Context: an optimization exercise on an open-source flow, tuned for small area. The choices shown serve that exercise and are no tape-out recipe. Where RTL was checked, it was by simulation tests only, not by an equivalence proof against the original. Power is estimated from default activity; no workload was simulated.

==> v27 <==
## pipeline_id_hazard
module pipeline_id_hazard #(
  parameter int XLEN   = 32,
  parameter int BYPASS = 1,
  parameter int HAZARD = 1
) (
  input  logic            clk,
  input  logic            reset,
  input  logic            if_valid,
  input  logic [31:0]     if_instr,
  input  logic [XLEN-1:0] if_pcplus4,
  input  logic            ex_flush,
  input  logic            wb_en,
  input  logic [4:0]      wb_reg,
  input  logic [XLEN-1:0] wb_data,
  output logic            id_stall,
  output logic            ex_valid,
  output logic            ex_regwrite,
  output logic            ex_memtoreg,
  output logic            ex_memwrite,
  output logic            ex_branch,
  output logic            ex_nez,
  output logic            ex_alusrc,
  output logic            ex_jump,
  output logic            ex_link,
  output logic            ex_jumptoreg,
  output logic            ex_shiftl16,
  output logic            ex_illegal,
  output logic [1:0]      ex_aluop,
  output logic [5:0]      ex_funct,
  output logic [4:0]      ex_rs,
  output logic [4:0]      ex_rt,
  output logic [4:0]      ex_dst,
  output logic [XLEN-1:0] ex_rega,
  output logic [XLEN-1:0] ex_regb,
  output logic [XLEN-1:0] ex_imm,
  output logic [XLEN-1:0] ex_pcplus4
);
clock: 7.0 ns
lec_check: 0
cap_margin: 20
core_margin: 2
core_utilization: 50
place_density: 0.65
slew_margin: 20
synth_hierarchical: 1
standard.sh (not shown) runs the stock make flow with config.mk's settings and CLKGATE_MAP_FILE= SYNTH_SCRIPT=/design/flow/synth_recipe.tcl, a recipe that flattens the netlist after the stock synthesis.
==> flow/flow/run.sh <==
#!/bin/bash
# Standard ORFS layout with smaller port buffers, a lighter clock tree and
# synthesis' gates reset to their smallest drive before placement.
set -uo pipefail
HERE=$(pwd)
bash standard.sh \
  "BUFFER_PORTS_ARGS=-buffer_cell sky130_fd_sc_hd__buf_1" \
  "CTS_ARGS=-sink_clustering_enable -repair_clock_nets -buf_list sky130_fd_sc_hd__clkbuf_16 -sink_clustering_size 30 -sink_clustering_max_diameter 80 -dont_use_dummy_load" \
  REMOVE_ABC_BUFFERS=1 \
  "POST_FLOORPLAN_TCL=$HERE/flow/downsize.tcl" \
  finish > flow_make.log 2>&1
==> flow/flow/downsize.tcl <==
# Set every combinational cell from synthesis to its smallest drive strength
# of the same function; repair_design re-buffers and resizes where the
# slew and capacitance limits call for it.
set db [ord::get_db]
set block [ord::get_db_block]
set n 0
foreach inst [$block getInsts] {
  set master [$inst getMaster]
  set m [$master getName]
  if {![regexp {^(sky130_fd_sc_hd__[a-z0-9]+)_(\d+)$} $m -> base sz]} { continue }
  if {[regexp {__(df|edf|sdf|dl|buf|clk|inv|tap|conb|fill|decap|diode)} $base]} { continue }
  set best $master
  foreach s {0 1 2} {
    set cand [$db findMaster ${base}_$s]
    if {$cand eq "NULL"} { continue }
    if {[$cand getWidth] < [[set best] getWidth]} { set best $cand }
  }
  if {$best ne $master} {
    replace_cell [$inst getName] [$best getName]
    incr n
  }
}
puts "downsize: resized $n instances"
==> inputs of v35, as changes to v27 <==
--- a/flow/design.v
+++ b/flow/design.v
@@ -70,70 +70,34 @@
   logic [3:0]      cls_q;
   logic [4:0]      rs_q;
   logic [4:0]      rt_q;
   logic [15:0]     imm_q;
   logic [XLEN-1:0] pc_q;
   logic [31:1][XLEN-1:0] regs_q;
   logic [XLEN-1:0]       wr_data;
-  logic [3:0] wpl_n;
-  logic [7:0] wph_n;
-  logic       reset_n;
+  assign wr_data = reset ? '0 : wb_data;
+  always_ff @(posedge clk) begin
+    for (int i = 1; i < 32; i++)
+      if (reset || (wb_en && (wb_reg == i[4:0]))) regs_q[i] <= wr_data;
+  end
+  logic [31:1] sel_a;
+  logic [31:1] sel_b;
   always_comb begin
-    for (int j = 0; j < 4; j++) wpl_n[j] = ~(wb_en && (wb_reg[1:0] == j[1:0]));
-    for (int k = 0; k < 8; k++) wph_n[k] = ~(wb_reg[4:2] == k[2:0]);
-  end
-  assign reset_n = ~reset;
-  logic [XLEN-1:0] wr_data_hi;
-  for (genvar b = 0; b < XLEN; b++) begin : g_wd
-    id_andn u_wd_lo (.a(wb_data[b]), .b(reset), .y(wr_data[b]));
-    id_andn u_wd_hi (.a(wb_data[b]), .b(reset), .y(wr_data_hi[b]));
-  end
-  logic [31:1] wr_en_lo;
-  logic [31:1] wr_en_hi;
-  for (genvar i = 1; i < 32; i++) begin : g_we
-    id_o21ai u_we_lo (.a1(wpl_n[i%4]), .a2(wph_n[i/4]), .b1(reset_n), .y(wr_en_lo[i]));
-    id_o21ai u_we_hi (.a1(wpl_n[i%4]), .a2(wph_n[i/4]), .b1(reset_n), .y(wr_en_hi[i]));
-  end
-  always_ff @(posedge clk) begin
-    for (int i = 1; i < 16; i++) begin
-      if (wr_en_lo[i]) regs_q[i][15:0]  <= wr_data[15:0];
-      if (wr_en_hi[i]) regs_q[i][31:16] <= wr_data[31:16];
+    for (int i = 1; i < 32; i++) begin
+      sel_a[i] = (rs_q == i[4:0]);
+      sel_b[i] = (rt_q == i[4:0]);
     end
-    for (int i = 16; i < 32; i++) begin
-      if (wr_en_lo[i]) regs_q[i][15:0]  <= wr_data_hi[15:0];
-      if (wr_en_hi[i]) regs_q[i][31:16] <= wr_data_hi[31:16];
-    end
-  end
-  logic [31:1] sel_a, sel_a_hi;
-  logic [31:1] sel_b, sel_b_hi;
-  logic [3:0] al_n, bl_n;
-  logic [7:0] ah_n, bh_n;
-  always_comb begin
-    for (int j = 0; j < 4; j++) begin
-      al_n[j] = ~(rs_q[1:0] == j[1:0]);
-      bl_n[j] = ~(rt_q[1:0] == j[1:0]);
-    end
-    for (int k = 0; k < 8; k++) begin
-      ah_n[k] = ~(rs_q[4:2] == k[2:0]);
-      bh_n[k] = ~(rt_q[4:2] == k[2:0]);
-    end
-  end
-  for (genvar i = 1; i < 32; i++) begin : g_sel
-    id_nor2 u_sa    (.a(al_n[i%4]), .b(ah_n[i/4]), .y(sel_a[i]));
-    id_nor2 u_sb    (.a(bl_n[i%4]), .b(bh_n[i/4]), .y(sel_b[i]));
-    id_nor2 u_sa_hi (.a(al_n[i%4]), .b(ah_n[i/4]), .y(sel_a_hi[i]));
-    id_nor2 u_sb_hi (.a(bl_n[i%4]), .b(bh_n[i/4]), .y(sel_b_hi[i]));
   end
   for (genvar b = 0; b < XLEN; b++) begin : g_rd
     logic [31:1] col;
     for (genvar i = 1; i < 32; i++) begin : g_col
       assign col[i] = regs_q[i][b];
     end
-    id_rf_rdmux u_a (.sel(b < 16 ? sel_a : sel_a_hi), .d(col), .y(ex_rega[b]));
-    id_rf_rdmux u_b (.sel(b < 16 ? sel_b : sel_b_hi), .d(col), .y(ex_regb[b]));
+    id_rf_rdmux u_a (.sel(sel_a), .d(col), .y(ex_rega[b]));
+    id_rf_rdmux u_b (.sel(sel_b), .d(col), .y(ex_regb[b]));
   end
   logic [3:0] cls;
   logic       rs_used;
   logic       rt_used;
   always_comb begin
     rs_used = 1'b0;
     rt_used = 1'b0;
@@ -225,25 +189,7 @@
 endmodule
 module id_aoi222 (
   input  logic a1, b1, a2, b2, a3, b3,
   output logic y
 );
   assign y = ~((a1 & b1) | (a2 & b2) | (a3 & b3));
 endmodule
-module id_andn (
-  input  logic a, b,
-  output logic y
-);
-  assign y = a & ~b;
-endmodule
-module id_o21ai (
-  input  logic a1, a2, b1,
-  output logic y
-);
-  assign y = ~((a1 | a2) & b1);
-endmodule
-module id_nor2 (
-  input  logic a, b,
-  output logic y
-);
-  assign y = ~(a | b);
-endmodule
==> inputs of v2, as changes to v27 <==
--- a/flow/design.v
+++ b/flow/design.v
@@ -70,70 +70,26 @@
   logic [3:0]      cls_q;
   logic [4:0]      rs_q;
   logic [4:0]      rt_q;
   logic [15:0]     imm_q;
   logic [XLEN-1:0] pc_q;
   logic [31:1][XLEN-1:0] regs_q;
   logic [XLEN-1:0]       wr_data;
-  logic [3:0] wpl_n;
-  logic [7:0] wph_n;
-  logic       reset_n;
+  assign wr_data = reset ? '0 : wb_data;
+  always_ff @(posedge clk) begin
+    for (int i = 1; i < 32; i++)
+      if (reset || (wb_en && (wb_reg == i[4:0]))) regs_q[i] <= wr_data;
+  end
   always_comb begin
-    for (int j = 0; j < 4; j++) wpl_n[j] = ~(wb_en && (wb_reg[1:0] == j[1:0]));
-    for (int k = 0; k < 8; k++) wph_n[k] = ~(wb_reg[4:2] == k[2:0]);
-  end
-  assign reset_n = ~reset;
-  logic [XLEN-1:0] wr_data_hi;
-  for (genvar b = 0; b < XLEN; b++) begin : g_wd
-    id_andn u_wd_lo (.a(wb_data[b]), .b(reset), .y(wr_data[b]));
-    id_andn u_wd_hi (.a(wb_data[b]), .b(reset), .y(wr_data_hi[b]));
-  end
-  logic [31:1] wr_en_lo;
-  logic [31:1] wr_en_hi;
-  for (genvar i = 1; i < 32; i++) begin : g_we
-    id_o21ai u_we_lo (.a1(wpl_n[i%4]), .a2(wph_n[i/4]), .b1(reset_n), .y(wr_en_lo[i]));
-    id_o21ai u_we_hi (.a1(wpl_n[i%4]), .a2(wph_n[i/4]), .b1(reset_n), .y(wr_en_hi[i]));
-  end
-  always_ff @(posedge clk) begin
-    for (int i = 1; i < 16; i++) begin
-      if (wr_en_lo[i]) regs_q[i][15:0]  <= wr_data[15:0];
-      if (wr_en_hi[i]) regs_q[i][31:16] <= wr_data[31:16];
+    ex_rega = '0;
+    ex_regb = '0;
+    for (int i = 1; i < 32; i++) begin
+      if (rs_q == i[4:0]) ex_rega = regs_q[i];
+      if (rt_q == i[4:0]) ex_regb = regs_q[i];
     end
-    for (int i = 16; i < 32; i++) begin
-      if (wr_en_lo[i]) regs_q[i][15:0]  <= wr_data_hi[15:0];
-      if (wr_en_hi[i]) regs_q[i][31:16] <= wr_data_hi[31:16];
-    end
-  end
-  logic [31:1] sel_a, sel_a_hi;
-  logic [31:1] sel_b, sel_b_hi;
-  logic [3:0] al_n, bl_n;
-  logic [7:0] ah_n, bh_n;
-  always_comb begin
-    for (int j = 0; j < 4; j++) begin
-      al_n[j] = ~(rs_q[1:0] == j[1:0]);
-      bl_n[j] = ~(rt_q[1:0] == j[1:0]);
-    end
-    for (int k = 0; k < 8; k++) begin
-      ah_n[k] = ~(rs_q[4:2] == k[2:0]);
-      bh_n[k] = ~(rt_q[4:2] == k[2:0]);
-    end
-  end
-  for (genvar i = 1; i < 32; i++) begin : g_sel
-    id_nor2 u_sa    (.a(al_n[i%4]), .b(ah_n[i/4]), .y(sel_a[i]));
-    id_nor2 u_sb    (.a(bl_n[i%4]), .b(bh_n[i/4]), .y(sel_b[i]));
-    id_nor2 u_sa_hi (.a(al_n[i%4]), .b(ah_n[i/4]), .y(sel_a_hi[i]));
-    id_nor2 u_sb_hi (.a(bl_n[i%4]), .b(bh_n[i/4]), .y(sel_b_hi[i]));
-  end
-  for (genvar b = 0; b < XLEN; b++) begin : g_rd
-    logic [31:1] col;
-    for (genvar i = 1; i < 32; i++) begin : g_col
-      assign col[i] = regs_q[i][b];
-    end
-    id_rf_rdmux u_a (.sel(b < 16 ? sel_a : sel_a_hi), .d(col), .y(ex_rega[b]));
-    id_rf_rdmux u_b (.sel(b < 16 ? sel_b : sel_b_hi), .d(col), .y(ex_regb[b]));
   end
   logic [3:0] cls;
   logic       rs_used;
   logic       rt_used;
   always_comb begin
     rs_used = 1'b0;
     rt_used = 1'b0;
@@ -207,43 +163,7 @@
   end
   assign ex_funct   = imm_q[5:0];
   assign ex_rs      = rs_q;
   assign ex_rt      = rt_q;
   assign ex_imm     = {{(XLEN-16){signext & imm_q[15]}}, imm_q};
   assign ex_pcplus4 = pc_q;
 endmodule
-module id_rf_rdmux (
-  input  logic [31:1] sel,
-  input  logic [31:1] d,
-  output logic        y
-);
-  logic [10:1] t;
-  for (genvar k = 0; k < 10; k++) begin : g_t
-    id_aoi222 u_t (.a1(sel[3*k+1]), .b1(d[3*k+1]), .a2(sel[3*k+2]), .b2(d[3*k+2]),
-                   .a3(sel[3*k+3]), .b3(d[3*k+3]), .y(t[k+1]));
-  end
-  assign y = ~(&t) | (sel[31] & d[31]);
-endmodule
-module id_aoi222 (
-  input  logic a1, b1, a2, b2, a3, b3,
-  output logic y
-);
-  assign y = ~((a1 & b1) | (a2 & b2) | (a3 & b3));
-endmodule
-module id_andn (
-  input  logic a, b,
-  output logic y
-);
-  assign y = a & ~b;
-endmodule
-module id_o21ai (
-  input  logic a1, a2, b1,
-  output logic y
-);
-  assign y = ~((a1 | a2) & b1);
-endmodule
-module id_nor2 (
-  input  logic a, b,
-  output logic y
-);
-  assign y = ~(a | b);
-endmodule
==> flow/run.sh (new file) <==
#!/bin/bash
# synth_recipe.tcl (not shown) runs the flow's synth.tcl, then flattens the netlist and writes it again
# the make line also repeats each setting of config.mk as NAME=value (left out here)
make -C /OpenROAD-flow-scripts/flow DESIGN_CONFIG=/design/flow/config.mk WORK_HOME=/design/flow/orfs CLKGATE_MAP_FILE= SYNTH_SCRIPT=/design/flow/synth_recipe.tcl finish
==> flow/config.mk (replaced) <==
export PLATFORM = sky130hd
export DESIGN_NAME = pipeline_id_hazard
export DESIGN_NICKNAME = pipeline_id_hazard
export VERILOG_FILES = /design/flow/design.v
export SDC_FILE = /design/flow/constraint.sdc
export NUM_CORES = 4
export LEC_CHECK = 0
export CAP_MARGIN = 20
export CORE_MARGIN = 2
export CORE_UTILIZATION = 35
export PLACE_DENSITY = 0.5
export SLEW_MARGIN = 20
removed: flow/flow/run.sh
removed: flow/flow/downsize.tcl
removed: flow/standard.sh
==> notes.md <==
- The lowest worst hold slack belongs to v27, the highest to v2.
- Sequential share of layout area: v35 > v27 > v2.
- Between v2 and v35, the lower critical path depth is in v35 (gap 3).
- Cell area: v2 > v27 > v35.
- Power: v35 < v27 < v2.
- Against v35, the final cell count of v2 is larger by 77%.
- Synthesized area: v35 < v27 < v2.
- Between v2 and v35, the lower via count is in v35 (gap 46%, measured against v35).
- Clock skew: v2 < v27 < v35.
==> figures <==
| quantity | v2 | v27 | v35 |
|---|---|---|---|
| Run status | timing/DRC/antenna clean | timing/DRC/antenna clean | timing/DRC/antenna clean |
| Worst Setup Slack post-DPL | 1.16 ns | 2.18 ns | 2.37 ns |
| Fraction of area in clock buffers and inverters | 6.36% | 2.50% | 2.43% |
| Fillcell total | 13,600 | 6,594 | 6,408 |
| Total routing usage reported by global routing | 35.3% | 35.6% | 36.4% |
| Pin slew with the least headroom to its limit | 1.17 ns | 1.28 ns | 1.20 ns |
| Share of the synthesized area in compound gates (AO/OA/AOI/OAI) | 20.8% | 18.1% | 18.2% |
| Count of buffer and inverter cells on the critical path | 3 | 2 | 2 |
| Die Span Y | 387 um | 296 um | 293 um |
| Met3 usage in global routing | 10.5% | 11.5% | 11.3% |
| Post-synthesis simple-gate area fraction | 10.7% | 7.93% | 6.09% |
| Fraction of synthesized cell area taken by the top area cell type | 58.0% | 70.0% | 71.4% |
| Number of warnings issued by yosys | 1 | 7 | 7 |
| Slowest stage cell, crit path | sky130_fd_sc_hd__nor2_2 | sky130_fd_sc_hd__nand2_1 | sky130_fd_sc_hd__dfxtp_1 |
| Initial Utilization | 35.3% | 50.7% | 50.7% |
| Count of inverters not on the clock network in the layout | 24 | 7 | 11 |
| Post-synthesis area per instance | 11.8 um^2 | 16.9 um^2 | 17.7 um^2 |
| Relative contribution of the clock network to total power | 41.0% | 26.4% | 26.2% |
| Cell area power density | 255 nW/um^2 | 246 nW/um^2 | 246 nW/um^2 |
| Reg-to-reg setup timing slack | 3.83 ns | 4.09 ns | 4.10 ns |
Function not checked in v27: the RTL went through the layout flow alone.

## what the ideal ports hide
Ports are ideal in the flow. The routed layouts listed here were re-timed in OpenROAD. Step 1 (the two cells are an assumption about what drives the block):
set clk [get_ports {clk}]
set_driving_cell -lib_cell sky130_fd_sc_hd__clkbuf_16 $clk
set_driving_cell -lib_cell sky130_fd_sc_hd__buf_2 [delete_from_list [all_inputs] $clk]
Step 2 moves the port delays by t, midway between the first and last clock arrival at a register: inputs arrive t later, outputs are due t later. That takes back most of the time a late clock gives input paths. a / b / c = ideal / step 1 / step 2; a / b = the first two.
| run | t, ns | setup slack, ns | worst setup path after step 2 | pins driven straight from the clock port |
|---|---|---|---|---|
| v27 | 0.687 | 1.445 / 1.377 / 2.064 | register to output | 1 |
| v35 | 0.677 | 1.607 / 1.540 / 2.217 | register to output | 1 |
| v2 | 0.849 | 0.177 / 0.092 / 0.940 | register to output | 1 |
After both steps setup and hold are still met in every run listed.
